From an optimization exercise on the open Yosys and OpenROAD flow, aimed at small area and a short achievable clock period; shortcuts taken in it are not production practice. No functional check of the RTL was part of any run shown here. No activity file was given, so power comes from the tool's default toggle rates.

==> flow/design.v (outline; a module is shown in full before it is edited, if it fits) <==
// module adder_tree_25: 1707 lines
module adder_tree_25 (
    input  logic         clk,
    input  logic         rst,
    input  logic         in_valid,
    input  logic [399:0] in_data,
    output logic         res_valid,
    output logic [15:0]  res
);
  // ...
==> flow/flow/run.sh <==
#!/bin/bash
# Own layout flow: the standard flow (standard.sh) with two changes.
#  1. After the standard synthesis, fapol.py re-chooses the polarity of the
#     full-adder cells so that the inverters extract_fa leaves around them go;
#     a Yosys equivalence proof against the standard netlist must pass, else
#     the standard netlist is kept.
#  2. Port buffers are sky130_fd_sc_hd__buf_1 (every port still gets one).
# Each tool writes its full output to a log file of its own in this folder.
set -uo pipefail
export BUFFER_PORTS_ARGS="-buffer_cell sky130_fd_sc_hd__buf_1"
HERE=$(pwd)
bash standard.sh synth > synth.log 2>&1 || exit 1
NET=$HERE/orfs/results/sky130hd/adder_tree_25/base/1_2_yosys.v
cp "$NET" "$HERE/netlist_standard.v"
if python3 "$HERE/flow/fapol.py" "$HERE/netlist_standard.v" "$HERE/netlist_fapol.v" > fapol.log 2>&1; then
  cat > equiv.ys <<EOT
read_liberty -ignore_miss_func $FLOW_HOME/platforms/sky130hd/lib/sky130_fd_sc_hd__tt_025C_1v80.lib
read_verilog $HERE/netlist_standard.v
rename $FLOW_TOP gold
read_verilog $HERE/netlist_fapol.v
rename $FLOW_TOP gate
setattr -mod -unset top gold gate
flatten gold gate
rename -hide gold/w:_* gate/w:_*
equiv_make gold gate eq
hierarchy -top eq
equiv_simple -seq 0
equiv_induct
equiv_status -assert
EOT
  if yosys -s equiv.ys > equiv.log 2>&1; then
    cp "$HERE/netlist_fapol.v" "$NET"
    touch "$NET"
    echo "fapol netlist used" >> fapol.log
  else
    echo "equivalence failed: standard netlist kept" >> fapol.log
  fi
fi
bash standard.sh finish > finish.log 2>&1
==> flow/flow/fapol.py <==
#!/usr/bin/env python3
"""Choose the polarity of every full-adder cell in a mapped sky130 netlist so
that as few inverters as possible remain.

A full adder is self-dual: FA(~a, ~b, ~c) = (~cout, ~sum).  Yosys's extract_fa
often builds full adders with all inputs and outputs inverted, which leaves an
inverter on many full-adder pins.  This pass removes every inverter, picks for
each full adder whether it computes the true or the complemented function, and
then puts back one inverter per net that some pin needs in the other polarity.

usage: fapol.py IN.v OUT.v
The netlist must be flat, with one module and no assign statements; if it is
not, the input is copied unchanged.
"""
import re
import sys
import random
import shutil

OUT_PINS = {"X", "Y", "Q", "Q_N", "SUM", "COUT", "HI", "LO"}
INV_RE = re.compile(r"^sky130_fd_sc_hd__(inv|clkinv)_\d+$")
FA_RE = re.compile(r"^sky130_fd_sc_hd__fa_\d+$")
INST_RE = re.compile(r"^\s*(sky130_fd_sc_hd__\w+)\s+(\\\S+|\w+)\s*\((.*?)\);\s*$", re.S | re.M)
PIN_RE = re.compile(r"\.(\w+)\(\s*([^()]*?)\s*\)")


def main():
    src, dst = sys.argv[1], sys.argv[2]
    text = open(src).read()
    if re.search(r"^\s*assign\s", text, re.M) or text.count("endmodule") != 1:
        print("fapol: netlist has assigns or several modules; left unchanged")
        shutil.copy(src, dst)
        return
    insts = []
    for m in INST_RE.finditer(text):
        pins = dict(PIN_RE.findall(m.group(3)))
        insts.append({"type": m.group(1), "name": m.group(2), "pins": pins,
                      "span": m.span()})
    # ports
    outports = set()
    for m in re.finditer(r"^\s*output\s+(\[(\d+):(\d+)\]\s*)?(\S+)\s*;", text, re.M):
        name = m.group(4)
        if m.group(1):
            hi, lo = int(m.group(2)), int(m.group(3))
            for i in range(min(hi, lo), max(hi, lo) + 1):
                outports.add(f"{name}[{i}]")
        else:
            outports.add(name)
    driver = {}
    for idx, ins in enumerate(insts):
        for p, n in ins["pins"].items():
            if p in OUT_PINS and n:
                driver[n] = (idx, p)
    # inverters that may go: output not a port
    removable = set()
    for idx, ins in enumerate(insts):
        if INV_RE.match(ins["type"]) and ins["pins"].get("Y") not in outports:
            removable.add(idx)

    def resolve(net):
        pol = 0
        seen = 0
        while net in driver and driver[net][0] in removable:
            net = insts[driver[net][0]]["pins"]["A"]
            pol ^= 1
            seen += 1
            if seen > 1000:
                raise SystemExit("inverter loop")
        return net, pol

    fas = [i for i, ins in enumerate(insts) if FA_RE.match(ins["type"])]
    fa_index = {i: k for k, i in enumerate(fas)}
    # consumers: (inst, pin, root, pol) for every non-removable instance input
    consumers = []
    for idx, ins in enumerate(insts):
        if idx in removable:
            continue
        for p, n in ins["pins"].items():
            if p in OUT_PINS or not n:
                continue
            if re.match(r"^\d+'[bh]", n):
                continue
            r, pol = resolve(n)
            consumers.append((idx, p, r, pol))
    # output ports driven through removable inverters would lose their
    # driver; there are none by construction (their inverter is kept)
    # root owner: FA output roots flip with their FA
    root_fa = {}
    for i in fas:
        for p in ("SUM", "COUT"):
            n = insts[i]["pins"].get(p)
            if n:
                root_fa[n] = fa_index[i]
    flip = [0] * len(fas)
    # per root: list of consumer ids
    by_root = {}
    for cid, (idx, p, r, pol) in enumerate(consumers):
        by_root.setdefault(r, []).append(cid)
    fa_cons = {}  # fa k -> consumer ids on its inputs
    for cid, (idx, p, r, pol) in enumerate(consumers):
        if idx in fa_index:
            fa_cons.setdefault(fa_index[idx], []).append(cid)

    def need(cid):
        # polarity (relative to the root's logical value) the pin must see
        idx, p, r, pol = consumers[cid]
        if idx in fa_index and flip[fa_index[idx]]:
            pol ^= 1
        return pol

    def phys(r):
        k = root_fa.get(r)
        return flip[k] if k is not None else 0

    def root_cost(r):
        ph = phys(r)
        return 1 if any(need(c) != ph for c in by_root.get(r, [])) else 0

    def roots_of_fa(k):
        i = fas[k]
        rs = set()
        for p in ("SUM", "COUT"):
            n = insts[i]["pins"].get(p)
            if n:
                rs.add(n)
        for c in fa_cons.get(k, []):
            rs.add(consumers[c][2])
        return rs

    total = sum(root_cost(r) for r in by_root)
    start = sum(1 for i in removable)
    improved = True
    rounds = 0
    while improved and rounds < 50:
        improved = False
        rounds += 1
        for k in range(len(fas)):
            rs = roots_of_fa(k)
            before = sum(root_cost(r) for r in rs)
            flip[k] ^= 1
            after = sum(root_cost(r) for r in rs)
            if after < before:
                total += after - before
                improved = True
            else:
                flip[k] ^= 1
    # rewrite
    inv_net = {}
    new_insts = []
    for r in sorted(by_root):
        if root_cost(r):
            nn = f"_fapol_n{len(inv_net)}_"
            inv_net[r] = nn
            new_insts.append((nn, r))
    conn = {}
    for cid, (idx, p, r, pol) in enumerate(consumers):
        conn[(idx, p)] = r if need(cid) == phys(r) else inv_net[r]
    out = []
    pos = 0
    for idx, ins in enumerate(insts):
        a, b = ins["span"]
        out.append(text[pos:a])
        pos = b
        if idx in removable:
            continue
        pins = dict(ins["pins"])
        if idx in fa_index and flip[fa_index[idx]]:
            pass  # outputs keep their nets, which now carry the complement
        for p in pins:
            if (idx, p) in conn:
                pins[p] = conn[(idx, p)]
        body = ",\n".join(f"    .{p}({n}{' ' if n.startswith(chr(92)) else ''})" for p, n in pins.items())
        out.append(f"  {ins['type']} {ins['name']} (\n{body}\n  );")
    tail = text[pos:]
    k = tail.rfind("endmodule")
    decl = "".join(f"  wire {nn};\n" for nn, r in new_insts)
    cells = "".join(f"  sky130_fd_sc_hd__inv_1 {nn}inv (\n    .A({r}{' ' if r.startswith(chr(92)) else ''}),\n    .Y({nn})\n  );\n"
                    for nn, r in new_insts)
    out.append(tail[:k] + decl + cells + tail[k:])
    res = "".join(out)
    # the new wires must be declared before use for some readers: move decls up
    mod = re.search(r"^\s*module\s.*?;\s*$", res, re.M | re.S)
    res = res.replace(decl, "", 1)
    res = res[:mod.end()] + "\n" + decl + res[mod.end():]
    open(dst, "w").write(res)
    print(f"fapol: {len(fas)} full adders, {sum(flip)} flipped, inverters {start} -> {len(new_insts)}")


if __name__ == "__main__":
    main()
==> flow/standard.sh <==
#!/bin/bash
# synth_recipe.tcl (not shown) runs the flow's synth.tcl, then flattens the netlist and writes it again
# the make line also repeats each setting of config.mk as NAME=value (left out here)
make -C /OpenROAD-flow-scripts/flow DESIGN_CONFIG=/design/flow/config.mk WORK_HOME=/design/flow/orfs CLKGATE_MAP_FILE= SYNTH_SCRIPT=/design/flow/synth_recipe.tcl "${@:-finish}"
==> flow/config.mk <==
export PLATFORM = sky130hd
export DESIGN_NAME = adder_tree_25
export DESIGN_NICKNAME = adder_tree_25
export VERILOG_FILES = /design/flow/design.v
export SDC_FILE = /design/flow/constraint.sdc
export NUM_CORES = 4
export LEC_CHECK = 0
export CAP_MARGIN = 20
export CORE_MARGIN = 2
export CORE_UTILIZATION = 40
export SETUP_SLACK_MARGIN = 0.8
export SLEW_MARGIN = 20
==> flow/constraint.sdc <==
create_clock -name core_clock -period 3.0 [get_ports {clk}]
set_input_delay 0.6000 -clock core_clock [delete_from_list [all_inputs] [get_ports {clk}]]
set_output_delay 0.6000 -clock core_clock [all_outputs]
set_load 0.01 [all_outputs]
==> flow_summary.toml, run 1 <==
[setup_path]
r2r_slack_ns = 0.95
cpMaxStageDelayCell = "fa_1"
crit_path_frequent_cell = "fa_1"

[cells_and_area]
stdcell_area_um2 = 14500
seq_share = 0.280
drive_gt1_frac = 0.0318
nNonClkBuffers = 421
largest_register_ffs = 16
dominant_cells = "multi-input combinational cells"
clock_buffer_count = 32
multi_input_area_um2 = 7610

[pwr]
cellLeakagePower_nw = 5.39
comb-power_mw = 5.58
power_leader = "combinational logic"
p_int_mw = 8.44
pg_clk_mw = 2.62
p_switching_mw = 4.46
power.density_nw_per_um2 = 889
peakVddDrop_mv = 0.348

[synthesis]
avgSynthCellArea_um2 = 17.4
ys_warn_count = 1
synth_nets = 1418
syn_area_um2 = 11700

[clock_tree]
clock_sink_count = 203
cts_tree = "done"
numCtsBuffers = 22
post_cts_buffers = 0

[timing]
clock_skew_ns = 0.0208
min_period_ns = 2.05

[grt]
grt_max_degree = 17

[detailed_routing]
drt-initial-drc-count = 140
routed_via_density = 4.30
top_layer = "met4"

[die]
row_count = 62
pin_count = 420

[placement]
place_worst_setup_slack_ns = 0.613

[outcome]
status = "complete, no violations"

[hold_path]
hp-class = "input pin to flop"
holdPathEnd = "vpipe[0]$_SDFF_PN0_"
==> inputs of run 2 (changes only) <==
--- a/flow/design.v
+++ b/flow/design.v
@@ -836,18 +836,18 @@
     wire s691;
     wire c692;
     wire s693;
     wire c694;
     wire s695;
     wire c696;
     wire s697;
     logic [15:0] row_a, row_b;
-    logic [8:0] lo_sum, lo_q;
-    logic [7:0] hi_a_q, hi_b_q;
+    logic [9:0] lo_sum, lo_q;
+    logic [6:0] hi_sum, hi_q;
     logic [15:0] sum;
     assign s1 = in_data[0] ^ in_data[16] ^ in_data[32];
     assign c2 = (in_data[0] & in_data[16]) | (in_data[0] & in_data[32]) | (in_data[16] & in_data[32]);
     assign s3 = in_data[48] ^ in_data[64] ^ in_data[80];
     assign c4 = (in_data[48] & in_data[64]) | (in_data[48] & in_data[80]) | (in_data[64] & in_data[80]);
     assign s5 = in_data[96] ^ in_data[112] ^ in_data[128];
     assign c6 = (in_data[96] & in_data[112]) | (in_data[96] & in_data[128]) | (in_data[112] & in_data[128]);
     assign s7 = in_data[144] ^ in_data[160] ^ in_data[176];
@@ -1516,18 +1516,19 @@
     assign c692 = (p2_c12_0 & p2_c12_1) | (p2_c12_0 & p2_c12_2) | (p2_c12_1 & p2_c12_2);
     assign s693 = p2_c13_0 ^ p2_c13_1 ^ p2_c13_2;
     assign c694 = (p2_c13_0 & p2_c13_1) | (p2_c13_0 & p2_c13_2) | (p2_c13_1 & p2_c13_2);
     assign s695 = p2_c14_0 ^ p2_c14_1 ^ p2_c14_2;
     assign c696 = (p2_c14_0 & p2_c14_1) | (p2_c14_0 & p2_c14_2) | (p2_c14_1 & p2_c14_2);
     assign s697 = p2_c15_0 ^ p2_c15_1 ^ p2_c15_2;
     assign row_a = {c696, c694, c692, c690, c688, c686, c684, c682, c680, c678, c676, s675, p2_c3_0, p2_c2_0, p2_c1_0, p2_c0_0};
     assign row_b = {s697, s695, s693, s691, s689, s687, s685, s683, s681, s679, s677, 1'b0, p2_c3_1, 1'b0, 1'b0, 1'b0};
-    assign lo_sum = {1'b0, row_a[7:0]} + {1'b0, row_b[7:0]};
-    assign sum = {hi_a_q + hi_b_q + {7'd0, lo_q[8]}, lo_q[7:0]};
+    assign lo_sum = {1'b0, row_a[8:0]} + {1'b0, row_b[8:0]};
+    assign hi_sum = row_a[15:9] + row_b[15:9];
+    assign sum = {hi_q + {6'd0, lo_q[9]}, lo_q[8:0]};
     always_ff @(posedge clk) begin
         p1_c0_0 <= s413;
         p1_c1_0 <= s271;
         p1_c1_1 <= c414;
         p1_c1_2 <= s415;
         p1_c1_3 <= s417;
         p1_c1_4 <= s419;
         p1_c2_0 <= c416;
@@ -1678,18 +1679,17 @@
         p2_c13_2 <= s669;
         p2_c14_0 <= s641;
         p2_c14_1 <= c670;
         p2_c14_2 <= s671;
         p2_c15_0 <= s645;
         p2_c15_1 <= c672;
         p2_c15_2 <= s673;
         lo_q <= lo_sum;
-        hi_a_q <= row_a[15:8];
-        hi_b_q <= row_b[15:8];
+        hi_q <= hi_sum;
     end
     logic [2:0] vpipe;
     always_ff @(posedge clk) begin
         if (!rst) begin
             vpipe <= '0;
         end else begin
             vpipe <= {vpipe[1:0], in_valid};
         end
==> flow/config.mk (replaced) <==
export PLATFORM = sky130hd
export DESIGN_NAME = adder_tree_25
export DESIGN_NICKNAME = adder_tree_25
export VERILOG_FILES = /design/flow/design.v
export SDC_FILE = /design/flow/constraint.sdc
export NUM_CORES = 4
export LEC_CHECK = 0
export CAP_MARGIN = 20
export CORE_MARGIN = 2
export CORE_UTILIZATION = 40
export CTS_BUF_LIST = sky130_fd_sc_hd__clkbuf_8
export CTS_CLUSTER_DIAMETER = 50
export CTS_CLUSTER_SIZE = 14
export SETUP_SLACK_MARGIN = 1.1
export SLEW_MARGIN = 20
==> run 2 against run 1 <==
Against the previous run:
- non-clock buffer count increased by 3
- largest power group unchanged
- combinational power increased by 26%
- sequential power decreased by 4%
- still clean
- critical path type unchanged
- die area decreased by 0.95%
==> flow_summary.toml, run 2 <==
[pwr]
power.density_nw_per_um2 = 907
cellLeakagePower_nw = 5.14
peakVddDrop_mv = 0.444

[die]
start_util = 0.406
core_um2 = 28600
row_count = 62
die_area_um2 = 30400
die_h_um = 174
pin_count = 420
die_w_um = 174

[placement]
dp_cells = 1468
hpwl_um = 22000
portBuffers = 419
place_area_um2 = 13900
gp_congestion = 0.868

[grt]
grt_overflow = 0
grtUsageMet1 = 0.194
antenna_found_initial = 0
grt_first_pass_wirelength_um = 38300
grt-busiest-layer = "met2"
grt_pass1_vias = 7921
grt_max_degree = 23
grt_use_total = 0.165
use_met3 = 0.0370
use_met2 = 0.302

[setup_path]
max_stage_delay_ns = 0.49
path_max_fanout = 2
cp-start-kind = "flop"
arrival_ns = 2.49
crit_path_end_kind = "flop"
cpMaxStageDelayCell = "fa_1"
setup.worst_path.class = "flop to flop"
path_delay_family = "adder cells"
path_cells = "fa_1, ha_2, fa_2, a21o_1, a21oi_2, o21bai_1, a21oi_1, xnor2_1"
crit_required_ns = 3.38
crit_buf_inv = 0

[detailed_routing]
wl_per_cell_um = 15.7
routed_via_density = 4.22
drc = 0
dr.pass1.iters = 4
postRouteAntennaNets = 0
drt-initial-drc-count = 90
vias = 6346
routed_wl_um = 23600

[cells_and_area]
fin_util = 0.506
layout_commonest_cell = "buf_1"
antenna_cells = 0
largestRegisters = "res x16, lo_q x10, hi_q x7"
largest_register_ffs = 16
top_register = "res"
layout_common_cells = "buf_1 (417), fa_1 (194), dfxtp_1 (182)"
synthToLayoutAreaGrowth_pct = 24.5
final_nets = 1852
drive_gt1_frac = 0.173
instances_no_fill = 1505
stdcell_area_um2 = 14500

[clock_tree]
cts_tree = "done"
clkLatencyLatePin_ns = 0.46
cts_hold_buf = 0
path_clk_slew_ns = 0.10
htreeDepth = 4
numCtsBuffers = 17
cts_root_buffer = "clkbuf_8"
clock_sink_count = 195
cts_max_path_buffers = 2

[timing]
final.period_utilization = 0.701
fmax_ghz = 0.475
report.final.slew_viol_count = 0
hold_viol = 0
slew_headroom = 0.332
clock_skew_ns = 0.0139
min_period_ns = 2.10
hold_slack_ns = 0.329
setup_violations = 0
tightest_slew_ns = 1.00
rsz0062_at_grt = "true"
tns_ns = 0

[hold_path]
hp-class = "flop to flop"

[synthesis]
avgSynthCellArea_um2 = 17.3
synth_nets = 1414
syn_area_um2 = 11600
synthCells = 670
ys_warn_count = 1

[outcome]
status = "complete, no violations"

[flow_run]
drv_cap = 0
-- run 2: power breakdown --
group / internal [mW] / switching, mW
registers: 3.94 / 0.578
logic: 3.69 / 3.35
clock network: 0.610 / 0.971
-- run 2: worst paths after layout --
kind	cells past startpoint	start	endpoint	slack, ns
worst max-delay path	8	p2_c9_2$_DFF_P_	hi_q[6]$_DFF_P_	0.90
worst min-delay path	0	p2_c2_0$_DFF_P_	lo_q[2]$_DFF_P_	0.33
worst max register to register	8	p2_c9_2$_DFF_P_	hi_q[6]$_DFF_P_	0.90
worst min register to register	0	p2_c2_0$_DFF_P_	lo_q[2]$_DFF_P_	0.33
-- run 2: worst register-to-register path: cells and delay by family, from the launching register on --
| kind | cells | cell delay [ns] |
|---|---|---|
| flops | 1 | 0.33 |
| xor+xnor | 1 | 0.13 |
| compound gates | 4 | 0.55 |
| fa+ha+maj | 3 | 1.02 |
-- run 2: metrics by stage --
step,worst slack [ns],power (mW)
6_report,0.896,13.1
5_1_grt,0.766,14.7
4_1_cts,0.875,13.3
3_5_place_dp,0.526,11.3
3_3_place_gp,0.541,11.2
2_1_floorplan,0.808,9.12
-- run 2: per-layer routing --
layer | wire length, um | part of all wire
met2 | 13100 | 0.55
met4 | 467 | 0.020
met1 | 8690 | 0.37
met3 | 1400 | 0.059
met5 | 0 | 0
-- run 2: cell type report --
| type | instances | area (um^2) |
|---|---|---|
| Fill cell | 2480 | 14200 |
| Multi-Input combinational cell | 458 | 8030 |
| Sequential cell | 195 | 3920 |
| Timing Repair Buffer | 424 | 1620 |
| Tap cell | 384 | 480 |
| Clock buffer | 17 | 234 |
| Clock inverter | 15 | 144 |
| Inverter | 12 | 45.0 |
-- run 2: what timing repair did --
| action | in CTS | in global routing |
|---|---|---|
| pin swaps | 26 | 21 |
| resized for setup | 20 | 29 |
| endpoints found under the setup margin | 15 | 18 |
| buffers inserted | 4 | 1 |

==> static timing again, ports no longer ideal <==
No port has a modelled driver above. Below, the same layouts with a new extraction and two added sets of constraints.
Step 1, drivers: a clkbuf_16 drives clk and a buf_2 each remaining input, both assumed.
Step 2 moves the port delays by t, midway between the first and last clock arrival at a register: inputs arrive t later, outputs are due t later. That takes back most of the time a late clock gives input paths.
Slacks: ideal ports / drivers / drivers and shift; pairs: ideal ports / drivers.
| run | shift t [ns] | slack for setup (ns) | worst hold slack (ns) | worst setup path after step 2 | latest minus earliest clock arrival (ns) |
|---|---|---|---|---|---|
| run 1 | 0.542 | 0.947 / 0.947 / 0.622 | 0.309 / 0.313 / 0.326 | input to register | 0.022 / 0.022 |
| run 2 | 0.489 | 0.896 / 0.896 / 0.590 | 0.329 / 0.329 / 0.329 | input to register | 0.024 / 0.023 |
After both steps setup and hold are still met in every run listed. The setup slack of run 1, which loses most, moves by 0.000 ns with the drivers and by -0.325 ns with both steps.
